This is an optimization exercise on Yosys and OpenROAD, whose aim is small area, a short achievable clock period and few clock cycles per item, not a production implementation. Where RTL was checked, it was by simulation tests only, not by an equivalence proof against the original. Power is estimated from default activity; no workload was simulated.

## bit_chunk_lane_splitter_unit
module bit_chunk_lane_splitter_unit
(
   input  logic                  clock,
   input  logic                  reset,
   input  logic                  req_valid,
   output logic                  req_ready,
   input  logic                  req_action,
   input  logic [7:0]            req_data_byte,
   output logic                  rsp_valid,
   input  logic                  rsp_ready,
   output logic [3:0]            rsp_lane,
   output logic [7:0]            rsp_out_byte,
   output logic                  rsp_last,
   input  logic                  csr_we,
   input  logic [CSR_IDX_W-1:0]  csr_index,
   input  logic [CSR_DATA_W-1:0] csr_data
);
Size in the first run: ~280 flip-flops, roughly 47 I/O pins, ~19000 µm² of cells after synthesis.
==> flow/config.mk <==
export PLATFORM = sky130hd
export DESIGN_NAME = bit_chunk_lane_splitter_unit
export DESIGN_NICKNAME = bit_chunk_lane_splitter_unit
export VERILOG_FILES = /design/flow/design.v
export SDC_FILE = /design/flow/constraint.sdc
export NUM_CORES = 4
export LEC_CHECK = 0
export ABC_AREA = 1
export CAP_MARGIN = 20
export CORE_MARGIN = 2
export CORE_UTILIZATION = 40
export SETUP_SLACK_MARGIN = 2.7
export SLEW_MARGIN = 20
==> flow/constraint.sdc <==
create_clock -name core_clock -period 6.5 [get_ports {clock}]
set_input_delay 1.3000 -clock core_clock [delete_from_list [all_inputs] [get_ports {clock}]]
set_output_delay 1.3000 -clock core_clock [all_outputs]
set_load 0.01 [all_outputs]
run.sh (not shown) runs the stock make flow with config.mk's settings and CLKGATE_MAP_FILE= SYNTH_SCRIPT=/design/flow/synth_recipe.tcl, a recipe that flattens the netlist after the stock synthesis.
The first run completed without violations.
Testbench counts at the start, summed over its fixed seeds: cycles 5,766, items 4,211.
Edit:
--- a/flow/design.v
+++ b/flow/design.v
@@ -150,19 +150,23 @@
          in_byte_q <= req_data_byte;
       end
    end
    assign chunk_step = !reset && ((do_data && acc_chunk) || (fol_chunk && (!yields || e_free)));
    assign chunk_final = idx_end || (!(fol_q && !few) && !rem_ge);
    logic more1, more2, next_yields, few_path;
    assign few_path    = !(fol_q && !few);
    assign more1       = !idx_end && rem_ge;
    assign more2       = more1 && ({1'b0, remn[2:0]} >= {cw_q[2:0], 1'b0}) && f_i2_q;
-   assign next_yields = en_q[idx_q + 4'd1] && ((6'(rd_pc) + cw_q) >= 6'd8);
+   logic [7:0] fill_mask;
+   always_comb begin
+      for (int k = 0; k < 8; k++) fill_mask[k] = 4'(k) >= (4'd8 - 4'(cw_q[2:0]));
+   end
+   assign next_yields = en_q[idx_q + 4'd1] && (!sw || ((rd_m & fill_mask) != 8'd0));
    assign res_nonlast  = e_pend_q && fol_chunk && yields;
    assign resolve_last = e_pend_q && (fol_exit || (fol_chunk && !yields && chunk_final));
    assign load_flush = fsh_q && e_free;
    assign ra         = ra_q;
    logic [6:0] cur_pd_n;
    logic [2:0] cur_pc_n;
    always_comb begin
       cur_pd_n = cur_pd_q;
       cur_pc_n = cur_pc_q;
Design area rose by 0.59%.
Core utilization goes up by 0.18 points.
Cell count is higher by 1.4%.
Combinational power goes up by about 2%.
Area after synthesis stays flat.
Register-to-register slack gets better by 0.15 ns.
Power hardly moves.
Die area barely changes.
Fmax is higher by 1.8%.
Worst hold slack improved by 0.015 ns.
Worst setup slack improves by 0.067 ns.
Via count goes up by 0.89%.
Wire length grows by 1.1%.
Clock-buffer cell count came out lower by 1.
Testbench counts after the change, summed over its fixed seeds: cycles 5,766, items 4,211.

========
## before
bit_chunk_lane_splitter_unit with an RTL version that a note above also has.
For scale: about 2600 cells after synthesis, ~280 flip-flops, about 47 I/O pins, ~19000 sq um of cells after synthesis.
export LEC_CHECK = 0
export ABC_AREA = 1
export CAP_MARGIN = 20
export CORE_MARGIN = 2
export CORE_UTILIZATION = 40
export SETUP_SLACK_MARGIN = 2.4
export SLEW_MARGIN = 20
create_clock -name core_clock -period 6.5 [get_ports {clock}]
Testbench counts of before, summed over its fixed seeds: cycles 5,766, items 4,211.
--- input diff before..after ---
--- a/flow/design.v
+++ b/flow/design.v
@@ -147,29 +147,25 @@
    always_ff @(posedge clock) begin
       if (req_valid && req_ready) begin
          in_act_q  <= req_action;
          in_byte_q <= req_data_byte;
       end
    end
    assign chunk_step = !reset && ((do_data && acc_chunk) || (fol_chunk && (!yields || e_free)));
    assign chunk_final = idx_end || (!(fol_q && !few) && !rem_ge);
    logic more1, more2, next_yields, few_path;
    assign few_path    = !(fol_q && !few);
    assign more1       = !idx_end && rem_ge;
    assign more2       = more1 && ({1'b0, remn[2:0]} >= {cw_q[2:0], 1'b0}) && f_i2_q;
-   logic [7:0] fill_mask;
-   always_comb begin
-      for (int k = 0; k < 8; k++) fill_mask[k] = 4'(k) >= (4'd8 - 4'(cw_q[2:0]));
-   end
-   assign next_yields = en_q[idx_q + 4'd1] && (!sw || ((rd_m & fill_mask) != 8'd0));
+   assign next_yields = en_q[idx_q + 4'd1] && ((6'(rd_pc) + cw_q) >= 6'd8);
    assign res_nonlast  = e_pend_q && fol_chunk && yields;
    assign resolve_last = e_pend_q && (fol_exit || (fol_chunk && !yields && chunk_final));
    assign load_flush = fsh_q && e_free;
    assign ra         = ra_q;
    logic [6:0] cur_pd_n;
    logic [2:0] cur_pc_n;
    always_comb begin
       cur_pd_n = cur_pd_q;
       cur_pc_n = cur_pc_q;
       if (reset || do_flush) begin
          cur_pd_n = '0;
          cur_pc_n = '0;
Notes after the runs:
after completed every stage of the flow, and the final layout passed the timing, DRC and antenna checks.
Delta (after minus before): global route total overflow roughly the same; area of the core stayed essentially flat; maximum fanout encountered on the critical timing path +11; met1 capacity usage during global routing now larger; power dissipated by switching net loads comparable.
The total area of sequential cells on before is in line with that on after.
Diff before -> after: global-route usage over all layers held steady, multi-input logic area went down, worst hold slack after final layout roughly the same, post-synthesis cell count shrank by about 1.2%.
Compared with before, after shows a layout-stage area growth over the synthesis result that is 0.71 points higher.
Portion of netlist area occupied by mux cells essentially unchanged between after and before.
Post-route cell area: after vs before up about 0.44%
Cmp before and after / cell area after placement / lower: after
Testbench counts of after, summed over its fixed seeds: cycles 5,766, items 4,211.

========
== job 6277 ==
The RTL this note starts from:
==> flow/design.v <==
package bcls_pkg;
   localparam int MAX_LANES      = 16;
   localparam int MAX_CHUNK_BITS = 32;
   localparam int CSR_IDX_W      = 2;
   localparam int CSR_DATA_W     = 16;
   localparam int BUF_W          = MAX_CHUNK_BITS + 7;    
   localparam int ACC_W          = MAX_CHUNK_BITS + 7;    
   localparam logic [CSR_IDX_W-1:0] REG_CHUNK_WIDTH = 2'd0;
   localparam logic [CSR_IDX_W-1:0] REG_LANE_COUNT  = 2'd1;
   localparam logic [CSR_IDX_W-1:0] REG_LANE_ENABLE = 2'd2;
endpackage
import bcls_pkg::*;
module bit_chunk_lane_splitter_unit
(
   input  logic                  clock,
   input  logic                  reset,
   input  logic                  req_valid,
   output logic                  req_ready,
   input  logic                  req_action,
   input  logic [7:0]            req_data_byte,
   output logic                  rsp_valid,
   input  logic                  rsp_ready,
   output logic [3:0]            rsp_lane,
   output logic [7:0]            rsp_out_byte,
   output logic                  rsp_last,
   input  logic                  csr_we,
   input  logic [CSR_IDX_W-1:0]  csr_index,
   input  logic [CSR_DATA_W-1:0] csr_data
);
   logic [5:0]  cw_q;                  
   logic [4:0]  lc_q;                  
   logic [15:0] en_q;
   logic [BUF_W-1:0] buf_q;
   logic [5:0]       pl_q;
   logic [3:0]       idx_q;
   logic [5:0]       sk_q;              
   logic             fol_q;             
   logic             fsh_q;             
   logic [15:0][7:0] pm_q;
   logic [31:0] e_data_q;
   logic [2:0]  e_n_q;                 
   logic [3:0]  e_lane_q;
   logic        e_last_q;              
   logic        e_pend_q;              
   logic [6:0]  cur_pd_q;
   logic [2:0]  cur_pc_q;
   logic [15:0] nz, idx_oh, fcand;
   logic [3:0]  fnext, ra;
   logic [7:0]  rd_m;
   logic [2:0]  rd_pc;
   logic [6:0]  rd_pd;
   for (genvar i = 0; i < 16; i++) begin : g_nz
      assign nz[i] = pm_q[i][7:1] != 7'd0;
   end
   always_comb begin
      for (int i = 0; i < 16; i++) idx_oh[i] = idx_q == 4'(i);
      fcand = fsh_q ? (nz & ~idx_oh) : (nz & en_q);
      fnext = '0;
      for (int i = 15; i >= 0; i--) if (fcand[i]) fnext = 4'(i);
   end
   assign rd_m = pm_q[ra];
   always_comb begin
      rd_pc = '0;
      for (int k = 1; k < 8; k++) begin
         if (rd_m[k]) rd_pc = 3'(k);
      end
      for (int k = 0; k < 7; k++) begin
         rd_pd[k] = rd_m[k] && ((rd_m >> (k + 1)) != 8'd0);
      end
   end
   logic             idx_lt_l, idx_end, few;
   logic [7:0]       in_byte;
   logic [BUF_W-1:0] full;
   logic [31:0]      chunk;
   logic [ACC_W-1:0] acc;
   logic [5:0]       tgt;
   logic [2:0]       nres;
   logic [6:0]       leftover;
   logic             lane_on, yields;
   logic [3:0]       rem_sh;
   logic [7:0]       rem;
   logic [5:0]       remn;
   logic             sw, rem_ge;
   assign idx_lt_l = {1'b0, idx_q} < lc_q;
   assign idx_end  = ({1'b0, idx_q} + 5'd1) >= lc_q;
   assign few    = fol_q && (pl_q <= 6'd8);
   assign in_byte = (fol_q || fsh_q) ? 8'd0 : req_data_byte;
   assign full    = buf_q | (BUF_W'(in_byte) << pl_q);
   always_comb begin
      for (int k = 0; k < 32; k++) chunk[k] = full[k] & (6'(k) < cw_q);
   end
   assign acc     = ACC_W'(cur_pd_q) | (ACC_W'(chunk) << cur_pc_q);
   assign tgt     = 6'(cur_pc_q) + cw_q;
   assign nres    = tgt[5:3];
   always_comb begin
      case (nres)
         3'd0:    leftover = acc[6:0];
         3'd1:    leftover = acc[14:8];
         3'd2:    leftover = acc[22:16];
         3'd3:    leftover = acc[30:24];
         default: leftover = acc[38:32];
      endcase
   end
   assign lane_on = en_q[idx_q];
   assign yields  = lane_on && (nres != 3'd0);
   assign rem_sh  = fol_q ? cw_q[3:0] : 4'(cw_q - pl_q);
   assign rem     = (fol_q ? buf_q[7:0] : req_data_byte) >> rem_sh;
   assign remn    = {3'd0, pl_q[2:0] - cw_q[2:0]};
   assign sw      = cw_q[5:3] == 3'd0;
   assign rem_ge  = sw && (remn[2:0] >= cw_q[2:0]);
   logic acc_chunk, acc_corner;
   logic fol_chunk, fol_skip, fol_exit;
   logic take, e_free, yield_next;
   logic do_acc, do_data, do_flush, chunk_step, chunk_final;
   logic res_nonlast, resolve_last;
   logic load_chunk, load_flush;
   assign acc_chunk  = idx_lt_l && (pl_q < cw_q) && ((pl_q + 6'd8) >= cw_q);
   assign acc_corner = idx_lt_l && (pl_q >= cw_q);
   assign fol_chunk  = fol_q && (sk_q == 6'd0) && idx_lt_l && (pl_q >= cw_q);
   assign fol_skip   = fol_q && (sk_q != 6'd0);
   assign fol_exit   = fol_q && (sk_q == 6'd0) && !(idx_lt_l && (pl_q >= cw_q));
   assign take       = rsp_valid && rsp_ready;
   assign e_free     = (e_n_q == 3'd0) || ((e_n_q == 3'd1) && take);
   assign yield_next = acc_chunk && yields;
   assign req_ready  = fol_q ? 1'b0 : (fsh_q ? !req_valid : !(yield_next && !e_free));
   assign do_acc     = req_valid && req_ready && !fol_q && !fsh_q;
   assign do_data    = do_acc && !req_action;
   assign do_flush   = do_acc && req_action;
   assign chunk_step = !reset && ((do_data && acc_chunk) || (fol_chunk && (!yields || e_free)));
   assign chunk_final = idx_end || (!(fol_q && !few) && !rem_ge);
   logic more1, more2, next_yields, few_path;
   assign few_path    = !(fol_q && !few);
   assign more1       = !idx_end && rem_ge;
   assign more2       = more1 && ({1'b0, remn[2:0]} >= {cw_q[2:0], 1'b0}) && (({1'b0, idx_q} + 5'd2) < lc_q);
   assign next_yields = en_q[idx_q + 4'd1] && ((6'(rd_pc) + cw_q) >= 6'd8);
   assign res_nonlast  = e_pend_q && fol_chunk && yields;
   assign resolve_last = e_pend_q && (fol_exit || (fol_chunk && !yields && chunk_final));
   assign load_chunk = chunk_step && yields;
   assign load_flush = fsh_q && e_free;
   assign ra         = (fsh_q || do_flush) ? fnext : ((idx_end || !idx_lt_l) ? 4'd0 : idx_q + 4'd1);
   always_ff @(posedge clock) begin
      if (reset) begin
         cur_pd_q <= '0;
         cur_pc_q <= '0;
      end else if (do_flush || load_flush) begin
         cur_pd_q <= (fcand != 16'd0) ? rd_pd : 7'd0;
         cur_pc_q <= (fcand != 16'd0) ? rd_pc : 3'd0;
      end else if (chunk_step && idx_end && (idx_q == 4'd0) && lane_on) begin
         cur_pd_q <= leftover;
         cur_pc_q <= tgt[2:0];
      end else if (chunk_step || ((do_data || fol_exit) && !idx_lt_l)) begin
         cur_pd_q <= rd_pd;
         cur_pc_q <= rd_pc;
      end
   end
   assign rsp_valid    = (e_n_q > 3'd1) || ((e_n_q == 3'd1) && !e_pend_q);
   assign rsp_last     = (e_n_q == 3'd1) && e_last_q;
   assign rsp_lane     = e_lane_q;
   assign rsp_out_byte = e_data_q[7:0];
   logic [5:0] wr_w;
   logic [4:0] wr_l;
   always_comb begin
      if (csr_data[5:0] == 6'd0)     wr_w = 6'd1;
      else if (csr_data[5:0] > 6'd32) wr_w = 6'd32;
      else                            wr_w = csr_data[5:0];
      if (csr_data[4:0] == 5'd0)     wr_l = 5'd1;
      else if (csr_data[4:0] > 5'd16) wr_l = 5'd16;
      else                            wr_l = csr_data[4:0];
   end
   always_ff @(posedge clock) begin
      if (reset) begin
         cw_q <= 6'd8;
         lc_q <= 5'd1;
         en_q <= 16'd1;
      end else if (csr_we) begin
         case (csr_index)
            REG_CHUNK_WIDTH: cw_q <= wr_w;
            REG_LANE_COUNT:  lc_q <= wr_l;
            REG_LANE_ENABLE: en_q <= csr_data;
            default: ;
         endcase
      end
   end
   always_ff @(posedge clock) begin
      if (reset) begin
         buf_q <= '0;
         pl_q  <= '0;
         idx_q <= '0;
         sk_q  <= '0;
         fol_q <= 1'b0;
         fsh_q <= 1'b0;
      end else begin
         if (do_flush) begin
            buf_q <= '0;
            pl_q  <= '0;
            idx_q <= fnext;
            fsh_q <= fcand != 16'd0;
         end else if (load_flush) begin
            idx_q <= fnext;
            fsh_q <= fcand != 16'd0;
         end else if (do_data && !idx_lt_l) begin
            buf_q <= '0;
            pl_q  <= '0;
            idx_q <= '0;
         end else if (do_data && !acc_chunk) begin
            buf_q <= full;
            pl_q  <= pl_q + 6'd8;
            fol_q <= acc_corner;
         end else if (fol_skip) begin
            buf_q <= buf_q >> 1;
            pl_q  <= pl_q - 6'd1;
            sk_q  <= sk_q - 6'd1;
         end else if (fol_exit) begin
            fol_q <= 1'b0;
            if (!idx_lt_l) begin
               buf_q <= '0;
               pl_q  <= '0;
               idx_q <= '0;
            end
         end else if (chunk_step) begin
            if (idx_end) begin
               buf_q <= '0;
               pl_q  <= '0;
               idx_q <= '0;
               fol_q <= 1'b0;
            end else begin
               idx_q <= idx_q + 4'd1;
               if (fol_q && !few) begin
                  sk_q <= cw_q;
               end else begin
                  buf_q <= BUF_W'(rem);
                  pl_q  <= remn;
                  fol_q <= rem_ge;
               end
            end
         end
      end
   end
   logic [7:0]  pm_wd;
   logic [15:0] pm_we;
   assign pm_wd = chunk_step ? ({1'b0, leftover} | (8'd1 << tgt[2:0])) : 8'd1;
   always_comb begin
      for (int i = 0; i < 16; i++) begin
         pm_we[i] = reset || (do_flush && !en_q[i]) || (load_flush && idx_oh[i])
                    || (chunk_step && lane_on && idx_oh[i]);
      end
   end
   always_ff @(posedge clock) begin
      for (int i = 0; i < 16; i++) begin
         if (pm_we[i]) pm_q[i] <= pm_wd;
      end
   end
   always_ff @(posedge clock) begin
      if (reset) begin
         e_n_q    <= 3'd0;
         e_pend_q <= 1'b0;
      end else if (load_chunk) begin
         e_n_q    <= nres;
         e_pend_q <= few_path ? more2 : !idx_end;
      end else if (load_flush) begin
         e_n_q    <= 3'd1;
         e_pend_q <= 1'b0;
      end else begin
         if (take) e_n_q <= e_n_q - 3'd1;
         if (res_nonlast || resolve_last) e_pend_q <= 1'b0;
      end
   end
   always_ff @(posedge clock) begin
      if (load_chunk) begin
         e_data_q <= acc[31:0];
         e_lane_q <= idx_q;
         e_last_q <= !(few_path && more1 && !more2 && next_yields);
      end else if (load_flush) begin
         e_data_q <= acc[31:0];
         e_lane_q <= idx_q;
         e_last_q <= fcand == 16'd0;
      end else begin
         if (take) e_data_q[23:0] <= e_data_q[31:8];
         if (res_nonlast) e_last_q <= 1'b0;
      end
   end
endmodule
Settings: LEC_CHECK=0, CAP_MARGIN=20, CORE_MARGIN=2, CORE_UTILIZATION=40, SETUP_SLACK_MARGIN=2.4, SLEW_MARGIN=20; clock period 6.5 ns.
The following lists how job 7995 was set up differently from job 6277:
diff --git a/flow/design.v b/flow/design.v
--- a/flow/design.v
+++ b/flow/design.v
@@ -34,12 +34,14 @@
    logic [5:0]       pl_q;
    logic [3:0]       idx_q;
    logic [5:0]       sk_q;              
    logic             fol_q;             
    logic             fsh_q;             
    logic [15:0][7:0] pm_q;
+   logic        in_v_q, in_act_q;
+   logic [7:0]  in_byte_q;
    logic [31:0] e_data_q;
    logic [2:0]  e_n_q;                 
    logic [3:0]  e_lane_q;
    logic        e_last_q;              
    logic        e_pend_q;              
    logic [6:0]  cur_pd_q;
@@ -81,13 +83,13 @@
    logic [7:0]       rem;
    logic [5:0]       remn;
    logic             sw, rem_ge;
    assign idx_lt_l = {1'b0, idx_q} < lc_q;
    assign idx_end  = ({1'b0, idx_q} + 5'd1) >= lc_q;
    assign few    = fol_q && (pl_q <= 6'd8);
-   assign in_byte = (fol_q || fsh_q) ? 8'd0 : req_data_byte;
+   assign in_byte = fol_q ? 8'd0 : in_byte_q;
    assign full    = buf_q | (BUF_W'(in_byte) << pl_q);
    always_comb begin
       for (int k = 0; k < 32; k++) chunk[k] = full[k] & (6'(k) < cw_q);
    end
    assign acc     = ACC_W'(cur_pd_q) | (ACC_W'(chunk) << cur_pc_q);
    assign tgt     = 6'(cur_pc_q) + cw_q;
@@ -101,13 +103,13 @@
          default: leftover = acc[38:32];
       endcase
    end
    assign lane_on = en_q[idx_q];
    assign yields  = lane_on && (nres != 3'd0);
    assign rem_sh  = fol_q ? cw_q[3:0] : 4'(cw_q - pl_q);
-   assign rem     = (fol_q ? buf_q[7:0] : req_data_byte) >> rem_sh;
+   assign rem     = (fol_q ? buf_q[7:0] : in_byte_q) >> rem_sh;
    assign remn    = {3'd0, pl_q[2:0] - cw_q[2:0]};
    assign sw      = cw_q[5:3] == 3'd0;
    assign rem_ge  = sw && (remn[2:0] >= cw_q[2:0]);
    logic acc_chunk, acc_corner;
    logic fol_chunk, fol_skip, fol_exit;
    logic take, e_free, yield_next;
@@ -119,35 +121,51 @@
    assign fol_chunk  = fol_q && (sk_q == 6'd0) && idx_lt_l && (pl_q >= cw_q);
    assign fol_skip   = fol_q && (sk_q != 6'd0);
    assign fol_exit   = fol_q && (sk_q == 6'd0) && !(idx_lt_l && (pl_q >= cw_q));
    assign take       = rsp_valid && rsp_ready;
    assign e_free     = (e_n_q == 3'd0) || ((e_n_q == 3'd1) && take);
    assign yield_next = acc_chunk && yields;
-   assign req_ready  = fol_q ? 1'b0 : (fsh_q ? !req_valid : !(yield_next && !e_free));
-   assign do_acc     = req_valid && req_ready && !fol_q && !fsh_q;
-   assign do_data    = do_acc && !req_action;
-   assign do_flush   = do_acc && req_action;
+   assign do_acc     = in_v_q && !fol_q && !fsh_q && (in_act_q || !(yield_next && !e_free));
+   assign do_data    = do_acc && !in_act_q;
+   assign do_flush   = do_acc && in_act_q;
+   assign req_ready  = fol_q ? (fol_exit || (chunk_step && chunk_final))
+                             : (!in_v_q || (do_acc && !(do_data && (acc_corner || (acc_chunk && more1)))));
+   always_ff @(posedge clock) begin
+      if (reset) begin
+         in_v_q <= 1'b0;
+      end else if (req_valid && req_ready) begin
+         in_v_q <= 1'b1;
+      end else if (do_acc) begin
+         in_v_q <= 1'b0;
+      end
+   end
+   always_ff @(posedge clock) begin
+      if (req_valid && req_ready) begin
+         in_act_q  <= req_action;
+         in_byte_q <= req_data_byte;
+      end
+   end
    assign chunk_step = !reset && ((do_data && acc_chunk) || (fol_chunk && (!yields || e_free)));
    assign chunk_final = idx_end || (!(fol_q && !few) && !rem_ge);
    logic more1, more2, next_yields, few_path;
    assign few_path    = !(fol_q && !few);
    assign more1       = !idx_end && rem_ge;
    assign more2       = more1 && ({1'b0, remn[2:0]} >= {cw_q[2:0], 1'b0}) && (({1'b0, idx_q} + 5'd2) < lc_q);
    assign next_yields = en_q[idx_q + 4'd1] && ((6'(rd_pc) + cw_q) >= 6'd8);
    assign res_nonlast  = e_pend_q && fol_chunk && yields;
    assign resolve_last = e_pend_q && (fol_exit || (fol_chunk && !yields && chunk_final));
    assign load_chunk = chunk_step && yields;
    assign load_flush = fsh_q && e_free;
-   assign ra         = (fsh_q || do_flush) ? fnext : ((idx_end || !idx_lt_l) ? 4'd0 : idx_q + 4'd1);
+   assign ra         = fsh_q ? idx_q : (idx_end ? 4'd0 : idx_q + 4'd1);
    always_ff @(posedge clock) begin
       if (reset) begin
          cur_pd_q <= '0;
          cur_pc_q <= '0;
-      end else if (do_flush || load_flush) begin
-         cur_pd_q <= (fcand != 16'd0) ? rd_pd : 7'd0;
-         cur_pc_q <= (fcand != 16'd0) ? rd_pc : 3'd0;
+      end else if (do_flush) begin
+         cur_pd_q <= '0;
+         cur_pc_q <= '0;
       end else if (chunk_step && idx_end && (idx_q == 4'd0) && lane_on) begin
          cur_pd_q <= leftover;
          cur_pc_q <= tgt[2:0];
       end else if (chunk_step || ((do_data || fol_exit) && !idx_lt_l)) begin
          cur_pd_q <= rd_pd;
          cur_pc_q <= rd_pc;
@@ -268,13 +286,13 @@
    always_ff @(posedge clock) begin
       if (load_chunk) begin
          e_data_q <= acc[31:0];
          e_lane_q <= idx_q;
          e_last_q <= !(few_path && more1 && !more2 && next_yields);
       end else if (load_flush) begin
-         e_data_q <= acc[31:0];
+         e_data_q[7:0] <= {1'b0, rd_pd};
          e_lane_q <= idx_q;
          e_last_q <= fcand == 16'd0;
       end else begin
          if (take) e_data_q[23:0] <= e_data_q[31:8];
          if (res_nonlast) e_last_q <= 1'b0;
       end
--- outcome ---
Compared with job 6277, job 7995 shows a lower fraction of the cycle the final worst path needs. Filler cell count in the final layout in job 7995 is 537 above job 6277. Measured against each other, job 6277 and job 7995 differ in flip-flop and latch count, the higher figure coming from job 7995. Final hold slack delta for job 7995 relative to job 6277: 0.019 ns lower. Compared with job 6277, in job 7995 number of signal-net buffers in the layout dropped about 16%; cell area after layout saw an increase; inverter count climbed about 19%. Y dimension of the die: higher on job 7995. Taking job 6277 as the reference point, the starting density of the core of job 7995 falls by 0.27 points. Looking only at number of iterations in the first detailed-routing pass, and setting everything else aside, the lower value of job 6277 and job 7995 goes to job 6277. Relative to job 6277, first-iteration DRC count increased by about 17% in job 7995. Of job 6277 and job 7995, job 6277 shows the lower synthesis-stage register bit count, with job 7995 above it. From job 6277 to job 7995 the numbers moved as follows: post-synthesis net count grew by about 9%, cell count grew by 168.
Testbench counts of job 7995, summed over its fixed seeds: cycles 5,766, items 4,211.
The RTL of job 6277 was laid out without a check of its function.

==> static timing again, ports no longer ideal <==
Ports are ideal in the flow. The routed layouts listed here were re-timed in OpenROAD.
Step 1, drivers: a clkbuf_16 drives clock and a buf_2 each remaining input, both assumed.
Step 2 also shifts input and output timing later by t, the mid clock arrival at the registers, as if the neighbouring blocks saw the same clock.
Three values: ideal ports, drivers, drivers and shift; two values: the first two.
run | shift t [ns] | setup WS [ns] | worst setup path after step 2 | clock arrival spread, ns | pins driven straight from the clock port
the first run of note 1 | 0.613 | 2.639 / 2.639 / 2.161 | input to register | 0.010 / 0.010 | 1
the second run of note 1 | 0.618 | 2.706 / 2.694 / 2.123 | input to register | 0.018 / 0.018 | 1
before | 0.601 | 2.502 / 2.450 / 2.016 | input to register | 0.027 / 0.027 | 1
after | 0.613 | 2.507 / 2.507 / 1.961 | input to register | 0.023 / 0.023 | 1
job 6277 | 0.591 | 1.448 / 1.448 / 0.929 | input to register | 0.024 / 0.024 | 1
job 7995 | 0.667 | 1.903 / 1.842 / 1.948 | input to output | 0.027 / 0.027 | 1
After both steps setup and hold are still met in every run listed. For the second run of note 1, which loses most, drivers alone change the setup slack by -0.012 ns; drivers and shift together by -0.583 ns.
